Context: an optimization exercise on an open-source flow, tuned for small area and a short achievable clock period. The choices shown serve that exercise and are no tape-out recipe. Function was checked by simulation only, so behaviour that the tests miss may differ from the original. The flow treats the clock pin as an ideal source. Dropping or thinning the clock tree relies on that and would not hold on a real chip. Power and IR drop assume default switching activity.

## run A
## signedMultiplier16
module signedMultiplier16 (
  input  logic             clk,
  input  logic             rstN,
  input  multPkg::operandT opA,
  input  multPkg::operandT opB,
  input  logic             inValid,
  output multPkg::productT product,
  output logic             outValid
);
make LEC_CHECK=0 CAP_MARGIN=50 CORE_MARGIN=2 CORE_UTILIZATION=40 SLEW_MARGIN=80 finish   # period 8.8 ns
run.sh (not shown) runs the stock make flow with config.mk's settings and CLKGATE_MAP_FILE= SYNTH_SCRIPT=/design/flow/synth_recipe.tcl, a recipe that flattens the netlist after the stock synthesis.
## Diff of input files: run B against run A
Settings: a change of SLEW_MARGIN from 80 to 20; a change of CAP_MARGIN from 50 to 20.
==> flow/flow/run.sh (new file) <==
#!/bin/bash
set -euo pipefail
bash standard.sh SETUP_SLACK_MARGIN=6.3 finish > flow_make.log 2>&1
==> flow/standard.sh (new file) <==
#!/bin/bash
# synth_recipe.tcl (not shown) runs the flow's synth.tcl, then flattens the netlist and writes it again
# the make line also repeats each setting of config.mk as NAME=value (left out here)
make -C /OpenROAD-flow-scripts/flow DESIGN_CONFIG=/design/flow/config.mk WORK_HOME=/design/flow/orfs CLKGATE_MAP_FILE= SYNTH_SCRIPT=/design/flow/synth_recipe.tcl "${@:-finish}"
removed: flow/run.sh
## What came out
Run B: full flow OK, the timing, DRC and antenna checks passed. Cell count: run B vs run A up 87. Between run B and run A, power is lower for run B, run A comes in above that. ~same power of the combinational group in run B and run A.
Modified inputs, run C compared to run B
==> flow/run.sh (new file) <==
#!/bin/bash
# synth_recipe.tcl (not shown) runs the flow's synth.tcl, then flattens the netlist and writes it again
# the make line also repeats each setting of config.mk as NAME=value (left out here)
make -C /OpenROAD-flow-scripts/flow DESIGN_CONFIG=/design/flow/config.mk WORK_HOME=/design/flow/orfs CLKGATE_MAP_FILE= SYNTH_SCRIPT=/design/flow/synth_recipe.tcl finish
removed: flow/flow/run.sh
removed: flow/standard.sh
--- outcome ---
Reported for run B and run C, number of enable-type register cells in the synthesized netlist turned out identical to the last digit.
Run C ended up with sky130_fd_sc_hd__dfxtp_1 as its slowest cell on the critical path; run B ended up with sky130_fd_sc_hd__fa_1.
Looking at worst setup path endpoint, the productMerge_inst.rowBR[15] result is from run C; the productMerge_inst.rowBR[13] one comes from run B.
Cell area: run C lower than run B
Diff run B -> run C: global routing met1 resource utilization lost 2.2 points; final clock period utilization by the worst path moved up; post-cts hold buffer count closely matched the old numbers; sequential share of layout area went up; setup skew after layout now smaller.

========
## run 1
Another version of the RTL of signedMultiplier16 (not shown whole).
Size: ~980 cells after synthesis, roughly 68 I/O pins, roughly 11,000 µm² of cells after synthesis.
clock: 8.8 ns
lec_check: 0
cap_margin: 20
core_margin: 2
core_utilization: 65
place_density: 0.75
slew_margin: 20
synth_hierarchical: 1
synth_minimum_keep_size: 0
standard.sh (not shown) runs the stock make flow with config.mk's settings and CLKGATE_MAP_FILE= SYNTH_SCRIPT=/design/flow/synth_recipe.tcl, a recipe that flattens the netlist after the stock synthesis.
==> flow/flow/run.sh <==
#!/bin/bash
# standard synthesis and layout, except:
# - the port buffers are the smallest buffer instead of a delay cell,
# - the clock tree is a balanced two-level tree built by flow/clock_tree.tcl
#   (clk port -> 4 root buffers -> one buffer per k-means cluster of flip-flops)
#   in place of TritonCTS.
set -euo pipefail
export FLOW_CLOCK_TREE="12 4 sky130_fd_sc_hd__clkbuf_8 sky130_fd_sc_hd__clkbuf_8"
bash standard.sh SETUP_SLACK_MARGIN=6.30 "BUFFER_PORTS_ARGS=-buffer_cell sky130_fd_sc_hd__buf_1" \
  PRE_CTS_TCL=$PWD/flow/clock_tree.tcl finish > flow_make.log 2>&1
==> flow/flow/clock_tree.tcl <==

# k-means on a list of {x y} points; returns {centres assignment}
proc my_kmeans {pts k} {
  set n [llength $pts]
  set cent {}
  set sorted [lsort -real -index 0 $pts]
  for {set i 0} {$i < $k} {incr i} {
    lappend cent [lindex $sorted [expr {int(($i + 0.5) * $n / $k)}]]
  }
  for {set iter 0} {$iter < 50} {incr iter} {
    set assign {}
    foreach p $pts {
      set best 0; set bd 1e30
      for {set i 0} {$i < $k} {incr i} {
        set c [lindex $cent $i]
        set d [expr {abs([lindex $p 0] - [lindex $c 0]) + abs([lindex $p 1] - [lindex $c 1])}]
        if {$d < $bd} { set bd $d; set best $i }
      }
      lappend assign $best
    }
    set newc {}
    for {set i 0} {$i < $k} {incr i} {
      set sx 0; set sy 0; set m 0
      foreach p $pts a $assign {
        if {$a == $i} { set sx [expr {$sx + [lindex $p 0]}]; set sy [expr {$sy + [lindex $p 1]}]; incr m }
      }
      if {$m > 0} { lappend newc [list [expr {$sx / $m}] [expr {$sy / $m}]] } else { lappend newc [lindex $cent $i] }
    }
    set cent $newc
  }
  return [list $cent $assign]
}

proc my_place_buffer {block master name x y innet outname} {
  set inst [odb::dbInst_create $block $master $name]
  $inst setLocation [expr {int($x)}] [expr {int($y)}]
  $inst setPlacementStatus PLACED
  set net [odb::dbNet_create $block $outname]
  $net setSigType CLOCK
  [$inst findITerm A] connect $innet
  [$inst findITerm X] connect $net
  return $net
}

proc my_clock_tree {nleaves nroots rootcell leafcell} {
  set block [ord::get_db_block]
  set db [ord::get_db]
  set clknet [$block findNet clk]
  set sinks [$clknet getITerms]
  set pts {}
  foreach it $sinks {
    set b [[$it getInst] getBBox]
    lappend pts [list [expr {([$b xMin] + [$b xMax]) / 2.0}] [expr {([$b yMin] + [$b yMax]) / 2.0}]]
  }
  lassign [my_kmeans $pts $nleaves] lcent lassign
  lassign [my_kmeans $lcent $nroots] rcent rassign
  set rmaster [$db findMaster $rootcell]
  set lmaster [$db findMaster $leafcell]
  foreach it $sinks { $it disconnect }
  set rootnets {}
  for {set r 0} {$r < $nroots} {incr r} {
    set c [lindex $rcent $r]
    lappend rootnets [my_place_buffer $block $rmaster "clkbuf_root_$r" [lindex $c 0] [lindex $c 1] $clknet "clknet_root_$r"]
  }
  for {set k 0} {$k < $nleaves} {incr k} {
    set c [lindex $lcent $k]
    set net [my_place_buffer $block $lmaster "clkbuf_leaf_$k" [lindex $c 0] [lindex $c 1] \
      [lindex $rootnets [lindex $rassign $k]] "clknet_leaf_$k"]
    foreach it $sinks a $lassign {
      if {$a == $k} { $it connect $net }
    }
  }
}

# Used as ORFS's PRE_CTS_TCL hook: build the tree here, and leave the CTS step's
# clock_tree_synthesis call nothing to do.
if {[info exists ::env(FLOW_CLOCK_TREE)]} {
  my_clock_tree {*}$::env(FLOW_CLOCK_TREE)
  set_propagated_clock [all_clocks]
  proc clock_tree_synthesis {args} { puts "clock tree built by flow/clock_tree.tcl" }
}
[inputs] run 2 vs run 1
--- a/flow/flow/run.sh
+++ b/flow/flow/run.sh
@@ -8,3 +8,3 @@
 export FLOW_CLOCK_TREE="12 4 sky130_fd_sc_hd__clkbuf_8 sky130_fd_sc_hd__clkbuf_8"
-bash standard.sh SETUP_SLACK_MARGIN=6.30 "BUFFER_PORTS_ARGS=-buffer_cell sky130_fd_sc_hd__buf_1" \
+bash standard.sh SETUP_SLACK_MARGIN=6.2 "BUFFER_PORTS_ARGS=-buffer_cell sky130_fd_sc_hd__buf_1" \
   PRE_CTS_TCL=$PWD/flow/clock_tree.tcl finish > flow_make.log 2>&1
--- a/flow/config.mk
+++ b/flow/config.mk
@@ -7,2 +7,3 @@
 export LEC_CHECK = 0
+export ABC_AREA = 1
 export CAP_MARGIN = 20
--- outcome ---
- The startpoint of the worst setup timing path comes out productMerge_inst.cutR[14]$_DFF_P_ in one run and operandPrep_inst.oneR[1]$_DFF_P_ in the other, namely in run 1 and run 2 respectively.
- Run 2 against run 1: multi-input combinational cell count went up; die area went up by 17%; clock share of power now sits higher; final period utilization comparable; portion of total power attributed to combinational logic shows a reduction of 6.1 points.
- The cell with the biggest individual delay on the critical path comes out sky130_fd_sc_hd__fa_1 in one run and sky130_fd_sc_hd__dfxtp_2 in the other, namely in run 1 and run 2 respectively.
- Run 2 vs. run 1: DRC violation total after the first TritonRoute iteration went up by 23%.
Setup changes, run 2 to run 3
--- a/flow/flow/run.sh
+++ b/flow/flow/run.sh
@@ -8,3 +8,3 @@
 export FLOW_CLOCK_TREE="12 4 sky130_fd_sc_hd__clkbuf_8 sky130_fd_sc_hd__clkbuf_8"
-bash standard.sh SETUP_SLACK_MARGIN=6.2 "BUFFER_PORTS_ARGS=-buffer_cell sky130_fd_sc_hd__buf_1" \
+bash standard.sh SETUP_SLACK_MARGIN=6.10 "BUFFER_PORTS_ARGS=-buffer_cell sky130_fd_sc_hd__buf_1" \
   PRE_CTS_TCL=$PWD/flow/clock_tree.tcl finish > flow_make.log 2>&1
--- a/flow/config.mk
+++ b/flow/config.mk
@@ -7,3 +7,2 @@
 export LEC_CHECK = 0
-export ABC_AREA = 1
 export CAP_MARGIN = 20
## What came out
Multi-input combinational cell area | run 3 below run 2. Re relative contribution of combinational cells to total power: run 2 and run 3 aren't equal, and the lower value belongs to run 2. Between run 2 and run 3, the flow reports number of nets in the layout decreasing by more than a quarter. In the tables for run 2 and run 3, transition time at the pin with the least slew margin reads lower with run 2. Cell area after technology mapping was higher in the run labelled run 2. Final-layout fill cell count: run 2 and run 3 compared, lower one is run 3. Diff run 2 -> run 3 | power consumption | up by a little under 10%.
Input-level comparison between run 4 and run 3:
--- a/flow/flow/run.sh
+++ b/flow/flow/run.sh
@@ -7,4 +7,4 @@
 set -euo pipefail
-export FLOW_CLOCK_TREE="12 4 sky130_fd_sc_hd__clkbuf_8 sky130_fd_sc_hd__clkbuf_8"
-bash standard.sh SETUP_SLACK_MARGIN=6.10 "BUFFER_PORTS_ARGS=-buffer_cell sky130_fd_sc_hd__buf_1" \
+export FLOW_CLOCK_TREE="16 4 sky130_fd_sc_hd__clkbuf_8 sky130_fd_sc_hd__clkbuf_8"
+bash standard.sh SETUP_SLACK_MARGIN=6.2 "BUFFER_PORTS_ARGS=-buffer_cell sky130_fd_sc_hd__buf_1" \
   PRE_CTS_TCL=$PWD/flow/clock_tree.tcl finish > flow_make.log 2>&1
--- outcome ---
Run 4 closes out successfully: all stages finished, all timing, DRC and antenna checks passed. Compared run 4 against run 3; worst hold slack within noise. Compared run 4 vs run 3, and design area is up in run 4. Comparing run 3 and run 4, the higher routed wire length is on run 4. Run 4 vs run 3, setup slack went up by 0.052 ns. Final critical path time including I/O delays and setup ended up 0.052 ns lower on run 4 than on run 3. In run 4, the count of placed standard cells in the final layout, fillers left out came out about 1% above the value in run 3. Run 3 -> run 4: final-report hold violation count delta 0, exact match. ~same total buffers and inverters traversed by the critical path in run 3 and run 4. Run 4 vs run 3: sequential share of cell area down. Cmp run 3 and run 4 / clock transition at the registers of the reported paths / lower: run 4. Going from run 3 to run 4, the power attributed to the clock group was found to have gone up by about 14%.
> inputs changed (run 4 -> run 5)
--- a/flow/flow/run.sh
+++ b/flow/flow/run.sh
@@ -7,4 +7,4 @@
 set -euo pipefail
-export FLOW_CLOCK_TREE="16 4 sky130_fd_sc_hd__clkbuf_8 sky130_fd_sc_hd__clkbuf_8"
-bash standard.sh SETUP_SLACK_MARGIN=6.2 "BUFFER_PORTS_ARGS=-buffer_cell sky130_fd_sc_hd__buf_1" \
+export FLOW_CLOCK_TREE="12 4 sky130_fd_sc_hd__clkbuf_8 sky130_fd_sc_hd__clkbuf_8"
+bash standard.sh SETUP_SLACK_MARGIN=6.35 "BUFFER_PORTS_ARGS=-buffer_cell sky130_fd_sc_hd__buf_1" \
   PRE_CTS_TCL=$PWD/flow/clock_tree.tcl finish > flow_make.log 2>&1
- Measured against each other, run 4 and run 5 differ in per-cell routed wire length, the lower figure coming from run 4.
- Run 4 has a lower area growth from synthesis to layout than run 5.
- Taking run 4 as the reference, in run 5 pre-CTS worst setup slack now smaller, wire length of the first global-routing pass now larger.
- Compared with run 4, run 5 degrades finished layout cell area.
In every run of this note, the design's own scripts or RTL, not TritonCTS, make the clock network.

========
job 1430:
signedMultiplier16 again, from the RTL that the note above started with.
==> flow/config.mk <==
export PLATFORM = sky130hd
export DESIGN_NAME = signedMultiplier16
export DESIGN_NICKNAME = signedMultiplier16
export VERILOG_FILES = /design/flow/design.v
export SDC_FILE = /design/flow/constraint.sdc
export NUM_CORES = 4
export LEC_CHECK = 0
export CAP_MARGIN = 20
export CORE_MARGIN = 2
export CORE_UTILIZATION = 65
export PLACE_DENSITY = 0.75
export SLEW_MARGIN = 20
export SYNTH_HIERARCHICAL = 1
export SYNTH_MINIMUM_KEEP_SIZE = 0
==> flow/constraint.sdc <==
create_clock -name core_clock -period 8.8 [get_ports {clk}]
set_input_delay 1.7600 -clock core_clock [delete_from_list [all_inputs] [get_ports {clk}]]
set_output_delay 1.7600 -clock core_clock [all_outputs]
set_load 0.01 [all_outputs]
==> flow/flow/run.sh <==
#!/bin/bash
# standard synthesis and layout, except:
# - the port buffers are the smallest buffer instead of a delay cell,
# - the clock tree is a balanced two-level tree built by flow/clock_tree.tcl
#   (clk port -> 4 root buffers -> one buffer per k-means cluster of flip-flops)
#   in place of TritonCTS.
set -euo pipefail
export FLOW_CLOCK_TREE="16 4 sky130_fd_sc_hd__clkbuf_8 sky130_fd_sc_hd__clkbuf_4"
bash standard.sh SETUP_SLACK_MARGIN=6.2 "BUFFER_PORTS_ARGS=-buffer_cell sky130_fd_sc_hd__buf_1" \
  PRE_CTS_TCL=$PWD/flow/clock_tree.tcl finish > flow_make.log 2>&1
Scripts as last shown in full above: flow/flow/clock_tree.tcl
--- input diff job 1430..job 6491 ---
--- a/flow/flow/run.sh
+++ b/flow/flow/run.sh
@@ -7,4 +7,4 @@
 set -euo pipefail
-export FLOW_CLOCK_TREE="16 4 sky130_fd_sc_hd__clkbuf_8 sky130_fd_sc_hd__clkbuf_4"
-bash standard.sh SETUP_SLACK_MARGIN=6.2 "BUFFER_PORTS_ARGS=-buffer_cell sky130_fd_sc_hd__buf_1" \
+export FLOW_CLOCK_TREE="12 4 sky130_fd_sc_hd__clkbuf_8 sky130_fd_sc_hd__clkbuf_8"
+bash standard.sh SETUP_SLACK_MARGIN=6.15 "BUFFER_PORTS_ARGS=-buffer_cell sky130_fd_sc_hd__buf_1" \
   PRE_CTS_TCL=$PWD/flow/clock_tree.tcl finish > flow_make.log 2>&1
Results
Every run (job 1430 and job 6491) finished clean. Compared with job 1430, in job 6491 worst path setup slack after routing decreased by 0.089 ns relative to the old numbers, post-route standard cell area excluding fillers stayed essentially flat, count of vias placed by the detailed router shrank by 49. Job 6491 vs job 1430, end point of the critical path: productMerge_inst.product[30] vs productMerge_inst.product[26].
Setup changes, job 6491 to job 6619
--- a/flow/flow/run.sh
+++ b/flow/flow/run.sh
@@ -8,3 +8,3 @@
 export FLOW_CLOCK_TREE="12 4 sky130_fd_sc_hd__clkbuf_8 sky130_fd_sc_hd__clkbuf_8"
-bash standard.sh SETUP_SLACK_MARGIN=6.15 "BUFFER_PORTS_ARGS=-buffer_cell sky130_fd_sc_hd__buf_1" \
+bash standard.sh SETUP_SLACK_MARGIN=6.2 "BUFFER_PORTS_ARGS=-buffer_cell sky130_fd_sc_hd__buf_1" \
   PRE_CTS_TCL=$PWD/flow/clock_tree.tcl finish > flow_make.log 2>&1
Results
- Diff job 6491 and job 6619: final standard cell area without fillers higher in job 6619
- Re worst reg2reg path depth: job 6491 and job 6619 aren't equal, and the higher value belongs to job 6491.
- Final period demand of the worst path delta for job 6619 relative to job 6491: 0.12 ns lower
- Looking at total stage count of the critical path, job 6619 sits 4 lower than job 6491 does.
- Job 6619 against job 6491: power density over cell area higher; storage element area higher; via count lower; post-layout total power higher.
- Comparing worst path required time for job 6491 and job 6619, the smaller number came from job 6619.
- Synthesized cell count came out exactly the same in job 6491 and job 6619.
[inputs] job 1989 vs job 6619
Settings: putting TNS_END_PERCENT at 20 where nothing was set.
[summary]
Job 6619: no failed stages, no open violations at the end
Job 1989 completed; timing, DRC and antenna clean
Comparing final routed wirelength across all metal layers for job 6619 and job 1989, the smaller number came from job 1989.
Filler cell count in the final layout was higher in the run labelled job 1989.
The hold slack of job 1989 and that of job 6619 are within noise of each other.
The final reports for job 1989 and job 6619 show share of the clock period used by the worst path higher in the former.
Wire length of the first global-routing pass delta (job 1989 − job 6619): favourable
Higher critical path depth was reported by job 1989, not job 6619.
Job 1989 against job 6619: post-layout total power fell by 1.5%; setup slack fell by 0.082 ns.
Reported for job 6619 and job 1989, number of cells after detailed placement turned out identical to the last digit.
In every run of this note, the design's own scripts or RTL, not TritonCTS, make the clock network.

[what the ideal ports hide]
No port has a modelled driver above. Below, the same layouts with a new extraction and two added sets of constraints.
Step 1 (the two cells are an assumption about what drives the block):
set clk [get_ports {clk}]
set_driving_cell -lib_cell sky130_fd_sc_hd__clkbuf_16 $clk
set_driving_cell -lib_cell sky130_fd_sc_hd__buf_2 [delete_from_list [all_inputs] $clk]
Step 2 times the ports against the registers' clock, not the clock port: input delays grow and output delays shrink by t, the midpoint of the rising clock arrivals with the driver on.
a / b / c = ideal / step 1 / step 2; a / b = the first two.
| run | t, ns | setup WS [ns] | worst setup path after step 2 | clock arrival spread, ns | worst slew at a driven data input, ns |
|---|---|---|---|---|---|
| run A | 0.470 | 5.444 / 5.444 / 5.444 | register to register | 0.009 / 0.009 | 0.03 |
| run B | 0.464 | 5.913 / 5.913 / 5.913 | register to register | 0.015 / 0.014 | 0.04 |
| run C | 0.465 | 5.411 / 5.411 / 5.411 | register to register | 0.009 / 0.008 | 0.03 |
| run 1 | 0.359 | 6.238 / 6.215 / 6.238 | register to register | 0.058 / 0.057 | 0.03 |
| run 2 | 0.376 | 6.235 / 6.175 / 6.235 | register to register | 0.059 / 0.059 | 0.03 |
| run 3 | 0.353 | 6.148 / 6.148 / 6.148 | register to register | 0.038 / 0.037 | 0.03 |
| run 4 | 0.357 | 6.201 / 6.186 / 6.201 | register to register | 0.027 / 0.027 | 0.03 |
| run 5 | 0.361 | 6.186 / 6.186 / 6.186 | register to register | 0.080 / 0.079 | 0.03 |
| job 1430 | 0.372 | 6.238 / 6.183 / 6.238 | register to register | 0.032 / 0.031 | 0.03 |
| job 6491 | 0.352 | 6.149 / 6.149 / 6.149 | register to register | 0.038 / 0.038 | 0.03 |
| job 6619 | 0.351 | 6.266 / 6.195 / 6.266 | register to register | 0.037 / 0.038 | 0.03 |
| job 1989 | 0.351 | 6.183 / 6.183 / 6.183 | register to register | 0.037 / 0.037 | 0.03 |
After both steps setup and hold are still met in every run listed.
